This design comes from an exercise in tuning for small area, a short achievable clock period and few clock cycles on the open sky130 flow, not from production work. Function was checked by simulation only, so behaviour that the tests miss may differ from the original. Power figures rest on the tool's default switching activity, not on a simulated workload.

## the baseline
==> module sorted_list_pool, before the edit <==
module sorted_list_pool (
  input  logic        clk_i,
  input  logic        rst_ni,
  input  logic        start,
  input  logic [1:0]  in_kind,
  input  logic [31:0] in_value,
  output logic        busy,
  output logic        res_valid_o,
  output logic [1:0]  res_status,
  output logic [3:0]  res_slot,
  output logic [31:0] res_entry_value,
  output logic [4:0]  res_removed,
  output logic        res_last
);
  localparam int N = 16;
  function automatic logic sge(input logic [31:0] a, input logic [31:0] b);
    sge = $signed(a) >= $signed(b);
  endfunction
  function automatic logic [3:0] therm4(input logic [N-1:0] x);
    logic [3:0] t [2*N];
    for (int i = 0; i < N; i++) t[N+i] = {3'b000, x[i]};
    for (int i = N - 1; i >= 1; i--) begin
      for (int k = 0; k < 4; k++) begin
        t[i][k] = t[2*i][k] | t[2*i+1][k];
        for (int j = 0; j < k; j++) t[i][k] = t[i][k] | (t[2*i][j] & t[2*i+1][k-1-j]);
      end
    end
    therm4 = t[1];
  endfunction
  function automatic logic [2:0] popcnt4(input logic [3:0] x);
    popcnt4 = {2'b00, x[0]} + {2'b00, x[1]} + {2'b00, x[2]} + {2'b00, x[3]};
  endfunction
  function automatic logic [N-1:0] low_free(input logic [N-1:0] used);
    logic all_below;
    all_below = 1'b1;
    for (int i = 0; i < N; i++) begin
      low_free[i] = ~used[i] & all_below;
      all_below   = all_below & used[i];
    end
  endfunction
  logic          busy_q;
  logic          accept;
  assign accept = start && !busy_q;
  logic [N-1:0]  used_q, used_d;
  logic [31:0]   val_q [N];
  logic [N*N-1:0] m_q;              
  logic          a_vld_q;
  logic [1:0]    a_kind_q;
  logic [31:0]   a_val_q;
  logic [N-1:0]  ge_a, eq_a;
  for (genvar s = 0; s < N; s++) begin : g_cmp
    assign ge_a[s] = sge(val_q[s], a_val_q);
    assign eq_a[s] = (val_q[s] == a_val_q);
  end
  logic [N-1:0]  a_wr;
  assign a_wr = (a_vld_q && (a_kind_q == slp_pkg::KIND_INSERT)) ? low_free(used_d) : '0;
  for (genvar s = 0; s < N; s++) begin : g_val
    always_ff @(posedge clk_i) begin
      if (a_wr[s]) val_q[s] <= a_val_q;
    end
  end
  logic          b_vld_q;
  logic [1:0]    b_kind_q;
  logic [N-1:0]  ge_q, eq_q;        
  logic          shw_act_q;         
  logic [N-1:0]  cur_q;             
  logic is_ins, is_del, is_show, full, ins_ok;
  assign is_ins  = b_vld_q && (b_kind_q == slp_pkg::KIND_INSERT);
  assign is_del  = b_vld_q && (b_kind_q == slp_pkg::KIND_DELETE);
  assign is_show = (b_vld_q && (b_kind_q == slp_pkg::KIND_SHOW)) || shw_act_q;
  assign full    = &used_q;
  assign ins_ok  = is_ins && !full;
  logic [N-1:0]  fs_oh;
  assign fs_oh = low_free(used_q);
  logic [N-1:0]  sel;
  always_comb begin
    for (int s = 0; s < N; s++) begin
      sel[s] = cur_q[s];
      for (int t = 0; t < N; t++) begin
        if (t < s) begin
          if (cur_q[t] && m_q[t*N+s]) sel[s] = 1'b0;
        end else if (t > s) begin
          if (cur_q[t] && !m_q[s*N+t]) sel[s] = 1'b0;
        end
      end
    end
  end
  logic [3:0]    cur_th;
  assign cur_th = therm4(cur_q);
  logic [N-1:0]  del_mask;
  assign del_mask = used_q & eq_q;
  always_comb begin
    used_d = used_q;
    if (ins_ok)      used_d = used_q | fs_oh;
    else if (is_del) used_d = used_q & ~eq_q;
  end
  logic [3:0]    used_d_th;
  assign used_d_th = therm4(used_d);
  logic          shw_more;          
  assign shw_more = is_show && cur_th[1];
  always_ff @(posedge clk_i) begin
    for (int s = 0; s < N; s++) begin
      for (int t = s + 1; t < N; t++) begin
        if (ins_ok && fs_oh[s])      m_q[s*N+t] <= ge_q[t];
        else if (ins_ok && fs_oh[t]) m_q[s*N+t] <= ~ge_q[s];
      end
    end
  end
  logic          c_vld_q;
  logic [N-1:0]  c_oh_q;            
  logic [1:0]    c_status_q;
  logic          c_last_q;
  logic [2:0]    c_pc_q [4];        
  always_ff @(posedge clk_i or negedge rst_ni) begin
    if (!rst_ni) begin
      used_q    <= '0;
      cur_q     <= '0;
      a_vld_q   <= 1'b0;
      b_vld_q   <= 1'b0;
      shw_act_q <= 1'b0;
      busy_q    <= 1'b0;
      c_vld_q   <= 1'b0;
    end else begin
      used_q    <= used_d;
      cur_q     <= shw_more ? (cur_q & ~sel) : used_d;
      a_vld_q   <= accept;
      b_vld_q   <= a_vld_q;
      shw_act_q <= shw_more;
      busy_q    <= (accept && (in_kind == slp_pkg::KIND_SHOW))
                || (a_vld_q && (a_kind_q == slp_pkg::KIND_SHOW) && used_d_th[2])
                || (is_show && cur_th[3]);
      c_vld_q   <= b_vld_q || shw_act_q;
    end
  end
  always_ff @(posedge clk_i) begin
    a_kind_q  <= in_kind;
    a_val_q   <= in_value;
    b_kind_q  <= a_kind_q;
    ge_q      <= ge_a;
    eq_q      <= eq_a;
    c_oh_q     <= '0;
    c_status_q <= slp_pkg::STATUS_DONE;
    c_last_q   <= 1'b1;
    for (int i = 0; i < 4; i++) c_pc_q[i] <= '0;
    if (is_ins) begin
      if (full) c_status_q <= slp_pkg::STATUS_FULL;
      else      c_oh_q     <= fs_oh;
    end else if (is_del) begin
      for (int i = 0; i < 4; i++) c_pc_q[i] <= popcnt4(del_mask[4*i +: 4]);
    end else if (is_show) begin
      if (!cur_th[0]) begin
        c_status_q <= slp_pkg::STATUS_EMPTY;
      end else begin
        c_oh_q   <= sel;
        c_last_q <= !cur_th[1];
      end
    end
  end
  logic [31:0]   c_val;
  logic [3:0]    c_slot;
  always_comb begin
    c_val  = '0;
    c_slot = '0;
    for (int s = 0; s < N; s++) begin
      c_val  = c_val  | (c_oh_q[s] ? val_q[s] : 32'd0);
      c_slot = c_slot | (c_oh_q[s] ? 4'(s) : 4'd0);
    end
  end
  logic        out_vld_q;
  logic [1:0]  out_status_q;
  logic [3:0]  out_slot_q;
  logic [31:0] out_val_q;
  logic [4:0]  out_rem_q;
  logic        out_last_q;
  always_ff @(posedge clk_i or negedge rst_ni) begin
    if (!rst_ni) begin
      out_vld_q <= 1'b0;
    end else begin
      out_vld_q <= c_vld_q;
    end
  end
  always_ff @(posedge clk_i) begin
    out_status_q <= c_status_q;
    out_last_q   <= c_last_q;
    out_slot_q   <= c_slot;
    out_val_q    <= c_val;
    out_rem_q    <= ({2'b00, c_pc_q[0]} + {2'b00, c_pc_q[1]})
                  + ({2'b00, c_pc_q[2]} + {2'b00, c_pc_q[3]});
  end
  assign busy            = busy_q;
  assign res_valid_o     = out_vld_q;
  assign res_status      = out_status_q;
  assign res_slot        = out_slot_q;
  assign res_entry_value = out_val_q;
  assign res_removed     = out_rem_q;
  assign res_last        = out_last_q;
endmodule
make LEC_CHECK=0 CAP_MARGIN=20 CORE_MARGIN=2 CORE_UTILIZATION=45 CTS_CLUSTER_DIAMETER=133 CTS_CLUSTER_SIZE=20 SETUP_SLACK_MARGIN=5 SLEW_MARGIN=20 finish   # period 8.0 ns
run.sh (not shown) runs the stock make flow with config.mk's settings and CLKGATE_MAP_FILE= SYNTH_SCRIPT=/design/flow/synth_recipe.tcl, a recipe that flattens the netlist after the stock synthesis.
Testbench counts of the baseline, summed over its fixed seeds: cycles 8,461.
[inputs] the candidate vs the baseline
diff --git a/flow/design.v b/flow/design.v
--- a/flow/design.v
+++ b/flow/design.v
@@ -69,7 +69,7 @@
   end
   logic          b_vld_q;
   logic [1:0]    b_kind_q;
-  logic [N-1:0]  ge_q, eq_q;        
+  logic [N-1:0]  x_q;               
   logic          shw_act_q;         
   logic [N-1:0]  cur_q;             
   logic is_ins, is_del, is_show, full, ins_ok;
@@ -96,11 +96,11 @@
   logic [3:0]    cur_th;
   assign cur_th = therm4(cur_q);
   logic [N-1:0]  del_mask;
-  assign del_mask = used_q & eq_q;
+  assign del_mask = used_q & x_q;
   always_comb begin
     used_d = used_q;
     if (ins_ok)      used_d = used_q | fs_oh;
-    else if (is_del) used_d = used_q & ~eq_q;
+    else if (is_del) used_d = used_q & ~x_q;
   end
   logic [3:0]    used_d_th;
   assign used_d_th = therm4(used_d);
@@ -109,8 +109,8 @@
   always_ff @(posedge clk_i) begin
     for (int s = 0; s < N; s++) begin
       for (int t = s + 1; t < N; t++) begin
-        if (ins_ok && fs_oh[s])      m_q[s*N+t] <= ge_q[t];
-        else if (ins_ok && fs_oh[t]) m_q[s*N+t] <= ~ge_q[s];
+        if (ins_ok && fs_oh[s])      m_q[s*N+t] <= x_q[t];
+        else if (ins_ok && fs_oh[t]) m_q[s*N+t] <= ~x_q[s];
       end
     end
   end
@@ -144,8 +144,7 @@
     a_kind_q  <= in_kind;
     a_val_q   <= in_value;
     b_kind_q  <= a_kind_q;
-    ge_q      <= ge_a;
-    eq_q      <= eq_a;
+    x_q       <= (a_kind_q == slp_pkg::KIND_DELETE) ? eq_a : ge_a;
     c_oh_q     <= '0;
     c_status_q <= slp_pkg::STATUS_DONE;
     c_last_q   <= 1'b1;
[summary]
Diff the baseline -> the candidate: area after synthesis essentially unchanged, height of the die shows no meaningful change, average cell area after synthesis decreased by about 1% relative to the old numbers. Delta(proportion of power drawn by the clock network, the candidate - the baseline) > 0. Synthesized cell count, the candidate vs the baseline: up slightly. The candidate ended up with val_q[14][28]$_DFFE_PP_ as its last element of the critical path; the baseline ended up with ge_q[8]$_DFF_P_.
Testbench counts of the candidate, summed over its fixed seeds: cycles 8,461.

== job 101 ==
sorted_list_pool with an RTL version that a note above also has.
For scale: about 3,600 cells after synthesis, about 83 I/O pins, ~0.043 sq mm of cells after synthesis.
==> module sorted_list_pool, before the edit <==
module sorted_list_pool (
  input  logic        clk_i,
  input  logic        rst_ni,
  input  logic        start,
  input  logic [1:0]  in_kind,
  input  logic [31:0] in_value,
  output logic        busy,
  output logic        res_valid_o,
  output logic [1:0]  res_status,
  output logic [3:0]  res_slot,
  output logic [31:0] res_entry_value,
  output logic [4:0]  res_removed,
  output logic        res_last
);
  localparam int N = 16;
  function automatic logic sge(input logic [31:0] a, input logic [31:0] b);
    sge = $signed(a) >= $signed(b);
  endfunction
  function automatic logic [3:0] therm4(input logic [N-1:0] x);
    logic [3:0] t [2*N];
    for (int i = 0; i < N; i++) t[N+i] = {3'b000, x[i]};
    for (int i = N - 1; i >= 1; i--) begin
      for (int k = 0; k < 4; k++) begin
        t[i][k] = t[2*i][k] | t[2*i+1][k];
        for (int j = 0; j < k; j++) t[i][k] = t[i][k] | (t[2*i][j] & t[2*i+1][k-1-j]);
      end
    end
    therm4 = t[1];
  endfunction
  function automatic logic [2:0] popcnt4(input logic [3:0] x);
    popcnt4 = {2'b00, x[0]} + {2'b00, x[1]} + {2'b00, x[2]} + {2'b00, x[3]};
  endfunction
  function automatic logic [N-1:0] low_free(input logic [N-1:0] used);
    logic all_below;
    all_below = 1'b1;
    for (int i = 0; i < N; i++) begin
      low_free[i] = ~used[i] & all_below;
      all_below   = all_below & used[i];
    end
  endfunction
  logic          busy_q;
  logic          accept;
  assign accept = start && !busy_q;
  logic [N-1:0]  used_q, used_d;
  logic [31:0]   val_q [N];
  logic [N*N-1:0] m_q;              
  logic          a_vld_q;
  logic [1:0]    a_kind_q;
  logic [31:0]   a_val_q;
  logic [N-1:0]  ge_a, eq_a;
  for (genvar s = 0; s < N; s++) begin : g_cmp
    assign ge_a[s] = sge(val_q[s], a_val_q);
    assign eq_a[s] = (val_q[s] == a_val_q);
  end
  logic [N-1:0]  a_wr;
  assign a_wr = (a_vld_q && (a_kind_q == slp_pkg::KIND_INSERT)) ? low_free(used_d) : '0;
  for (genvar s = 0; s < N; s++) begin : g_val
    always_ff @(posedge clk_i) begin
      if (a_wr[s]) val_q[s] <= a_val_q;
    end
  end
  logic          b_vld_q;
  logic [1:0]    b_kind_q;
  logic [N-1:0]  x_q;               
  logic          shw_act_q;         
  logic [N-1:0]  cur_q;             
  logic is_ins, is_del, is_show, full, ins_ok;
  assign is_ins  = b_vld_q && (b_kind_q == slp_pkg::KIND_INSERT);
  assign is_del  = b_vld_q && (b_kind_q == slp_pkg::KIND_DELETE);
  assign is_show = (b_vld_q && (b_kind_q == slp_pkg::KIND_SHOW)) || shw_act_q;
  assign full    = &used_q;
  assign ins_ok  = is_ins && !full;
  logic [N-1:0]  fs_oh;
  assign fs_oh = low_free(used_q);
  logic [N-1:0]  sel;
  always_comb begin
    for (int s = 0; s < N; s++) begin
      sel[s] = cur_q[s];
      for (int t = 0; t < N; t++) begin
        if (t < s) begin
          if (cur_q[t] && m_q[t*N+s]) sel[s] = 1'b0;
        end else if (t > s) begin
          if (cur_q[t] && !m_q[s*N+t]) sel[s] = 1'b0;
        end
      end
    end
  end
  logic [3:0]    cur_th;
  assign cur_th = therm4(cur_q);
  logic [N-1:0]  del_mask;
  assign del_mask = used_q & x_q;
  always_comb begin
    used_d = used_q;
    if (ins_ok)      used_d = used_q | fs_oh;
    else if (is_del) used_d = used_q & ~x_q;
  end
  logic [3:0]    used_d_th;
  assign used_d_th = therm4(used_d);
  logic          shw_more;          
  assign shw_more = is_show && cur_th[1];
  always_ff @(posedge clk_i) begin
    for (int s = 0; s < N; s++) begin
      for (int t = s + 1; t < N; t++) begin
        if (ins_ok && fs_oh[s])      m_q[s*N+t] <= x_q[t];
        else if (ins_ok && fs_oh[t]) m_q[s*N+t] <= ~x_q[s];
      end
    end
  end
  logic          c_vld_q;
  logic [N-1:0]  c_oh_q;            
  logic [1:0]    c_status_q;
  logic          c_last_q;
  logic [2:0]    c_pc_q [4];        
  always_ff @(posedge clk_i or negedge rst_ni) begin
    if (!rst_ni) begin
      used_q    <= '0;
      cur_q     <= '0;
      a_vld_q   <= 1'b0;
      b_vld_q   <= 1'b0;
      shw_act_q <= 1'b0;
      busy_q    <= 1'b0;
      c_vld_q   <= 1'b0;
    end else begin
      used_q    <= used_d;
      cur_q     <= shw_more ? (cur_q & ~sel) : used_d;
      a_vld_q   <= accept;
      b_vld_q   <= a_vld_q;
      shw_act_q <= shw_more;
      busy_q    <= (accept && (in_kind == slp_pkg::KIND_SHOW))
                || (a_vld_q && (a_kind_q == slp_pkg::KIND_SHOW) && used_d_th[2])
                || (is_show && cur_th[3]);
      c_vld_q   <= b_vld_q || shw_act_q;
    end
  end
  always_ff @(posedge clk_i) begin
    a_kind_q  <= in_kind;
    a_val_q   <= in_value;
    b_kind_q  <= a_kind_q;
    x_q       <= (a_kind_q == slp_pkg::KIND_DELETE) ? eq_a : ge_a;
    c_oh_q     <= '0;
    c_status_q <= slp_pkg::STATUS_DONE;
    c_last_q   <= 1'b1;
    for (int i = 0; i < 4; i++) c_pc_q[i] <= '0;
    if (is_ins) begin
      if (full) c_status_q <= slp_pkg::STATUS_FULL;
      else      c_oh_q     <= fs_oh;
    end else if (is_del) begin
      for (int i = 0; i < 4; i++) c_pc_q[i] <= popcnt4(del_mask[4*i +: 4]);
    end else if (is_show) begin
      if (!cur_th[0]) begin
        c_status_q <= slp_pkg::STATUS_EMPTY;
      end else begin
        c_oh_q   <= sel;
        c_last_q <= !cur_th[1];
      end
    end
  end
  logic [31:0]   c_val;
  logic [3:0]    c_slot;
  always_comb begin
    c_val  = '0;
    c_slot = '0;
    for (int s = 0; s < N; s++) begin
      c_val  = c_val  | (c_oh_q[s] ? val_q[s] : 32'd0);
      c_slot = c_slot | (c_oh_q[s] ? 4'(s) : 4'd0);
    end
  end
  logic        out_vld_q;
  logic [1:0]  out_status_q;
  logic [3:0]  out_slot_q;
  logic [31:0] out_val_q;
  logic [4:0]  out_rem_q;
  logic        out_last_q;
  always_ff @(posedge clk_i or negedge rst_ni) begin
    if (!rst_ni) begin
      out_vld_q <= 1'b0;
    end else begin
      out_vld_q <= c_vld_q;
    end
  end
  always_ff @(posedge clk_i) begin
    out_status_q <= c_status_q;
    out_last_q   <= c_last_q;
    out_slot_q   <= c_slot;
    out_val_q    <= c_val;
    out_rem_q    <= ({2'b00, c_pc_q[0]} + {2'b00, c_pc_q[1]})
                  + ({2'b00, c_pc_q[2]} + {2'b00, c_pc_q[3]});
  end
  assign busy            = busy_q;
  assign res_valid_o     = out_vld_q;
  assign res_status      = out_status_q;
  assign res_slot        = out_slot_q;
  assign res_entry_value = out_val_q;
  assign res_removed     = out_rem_q;
  assign res_last        = out_last_q;
endmodule
Settings: LEC_CHECK=0, CAP_MARGIN=20, CORE_MARGIN=2, CORE_UTILIZATION=45, CTS_CLUSTER_DIAMETER=133, CTS_CLUSTER_SIZE=20, PLACE_DENSITY=0.75, SETUP_SLACK_MARGIN=5, SLEW_MARGIN=20; clock period 8.0 ns.
Testbench counts of job 101, summed over its fixed seeds: cycles 8,461.
For job 102, these inputs were changed with respect to job 101:
--- a/flow/design.v
+++ b/flow/design.v
@@ -68,9 +68,9 @@
     end
   end
   logic          b_vld_q;
   logic [1:0]    b_kind_q;
-  logic [N-1:0]  x_q;               
+  logic [N-1:0]  ge_q, eq_q;        
   logic          shw_act_q;         
   logic [N-1:0]  cur_q;             
   logic is_ins, is_del, is_show, full, ins_ok;
   assign is_ins  = b_vld_q && (b_kind_q == slp_pkg::KIND_INSERT);
@@ -95,23 +95,23 @@
   end
   logic [3:0]    cur_th;
   assign cur_th = therm4(cur_q);
   logic [N-1:0]  del_mask;
-  assign del_mask = used_q & x_q;
+  assign del_mask = used_q & eq_q;
   always_comb begin
     used_d = used_q;
     if (ins_ok)      used_d = used_q | fs_oh;
-    else if (is_del) used_d = used_q & ~x_q;
+    else if (is_del) used_d = used_q & ~eq_q;
   end
   logic [3:0]    used_d_th;
   assign used_d_th = therm4(used_d);
   logic          shw_more;          
   assign shw_more = is_show && cur_th[1];
   always_ff @(posedge clk_i) begin
     for (int s = 0; s < N; s++) begin
       for (int t = s + 1; t < N; t++) begin
-        if (ins_ok && fs_oh[s])      m_q[s*N+t] <= x_q[t];
-        else if (ins_ok && fs_oh[t]) m_q[s*N+t] <= ~x_q[s];
+        if (ins_ok && fs_oh[s])      m_q[s*N+t] <= ge_q[t];
+        else if (ins_ok && fs_oh[t]) m_q[s*N+t] <= ~ge_q[s];
       end
     end
   end
   logic          c_vld_q;
@@ -143,9 +143,10 @@
   always_ff @(posedge clk_i) begin
     a_kind_q  <= in_kind;
     a_val_q   <= in_value;
     b_kind_q  <= a_kind_q;
-    x_q       <= (a_kind_q == slp_pkg::KIND_DELETE) ? eq_a : ge_a;
+    ge_q      <= ge_a;
+    eq_q      <= eq_a;
     c_oh_q     <= '0;
     c_status_q <= slp_pkg::STATUS_DONE;
     c_last_q   <= 1'b1;
     for (int i = 0; i < 4; i++) c_pc_q[i] <= '0;
Job 102 against job 101; sequential cell count is up by a few percent. Proportion of power drawn by the clock network ended up 4.1 points lower on job 102 than on job 101. Cell count: job 102 lower than job 101. Synthesized cell area: job 102 vs job 101 — no meaningful difference. Of job 102 and job 101, the lower post-CTS setup buffer count belongs to job 102. Compared with job 101, job 102 shows highest clock frequency the design can meet that has gone up by a few percent. Taking job 101 as the reference, in job 102 worst supply voltage drop on vdd +about 12%, share of total power in combinational logic increased by 8.2 points relative to the old numbers, total wire length after detailed routing decreased by 7.7 mm relative to the old numbers. Diff job 101 -> job 102 | pre-CTS setup slack | increase of 460 ps.
Testbench counts of job 102, summed over its fixed seeds: cycles 8,461.

## afterwards: timing with drivers on the ports
No port has a modelled driver above. Below, the same layouts with a new extraction and two added sets of constraints.
Step 1, drivers: a clkbuf_16 drives clk_i and a buf_2 each remaining input, both assumed.
Step 2, shift: input delay + t, output delay - t, t = (earliest + latest rising clock arrival at the registers) / 2. This alone moves slack from input paths to output paths.
Slacks: no drivers / after step 1 / after step 2; pairs: no drivers / after step 1.
run | t (ns) | slack for setup (ns) | slew at the worst register clock pin (ns)
the baseline | 0.706 | 4.988 / 4.988 / 4.393 | 0.10 / 0.10
the candidate | 0.748 | 4.857 / 4.857 / 4.857 | 0.10 / 0.10
job 101 | 0.721 | 4.842 / 4.842 / 4.842 | 0.10 / 0.10
job 102 | 0.716 | 4.981 / 4.981 / 4.349 | 0.10 / 0.10
After both steps setup and hold are still met in every run listed. For job 102, which loses most, drivers alone change the setup slack by 0.000 ns; drivers and shift together by -0.632 ns.
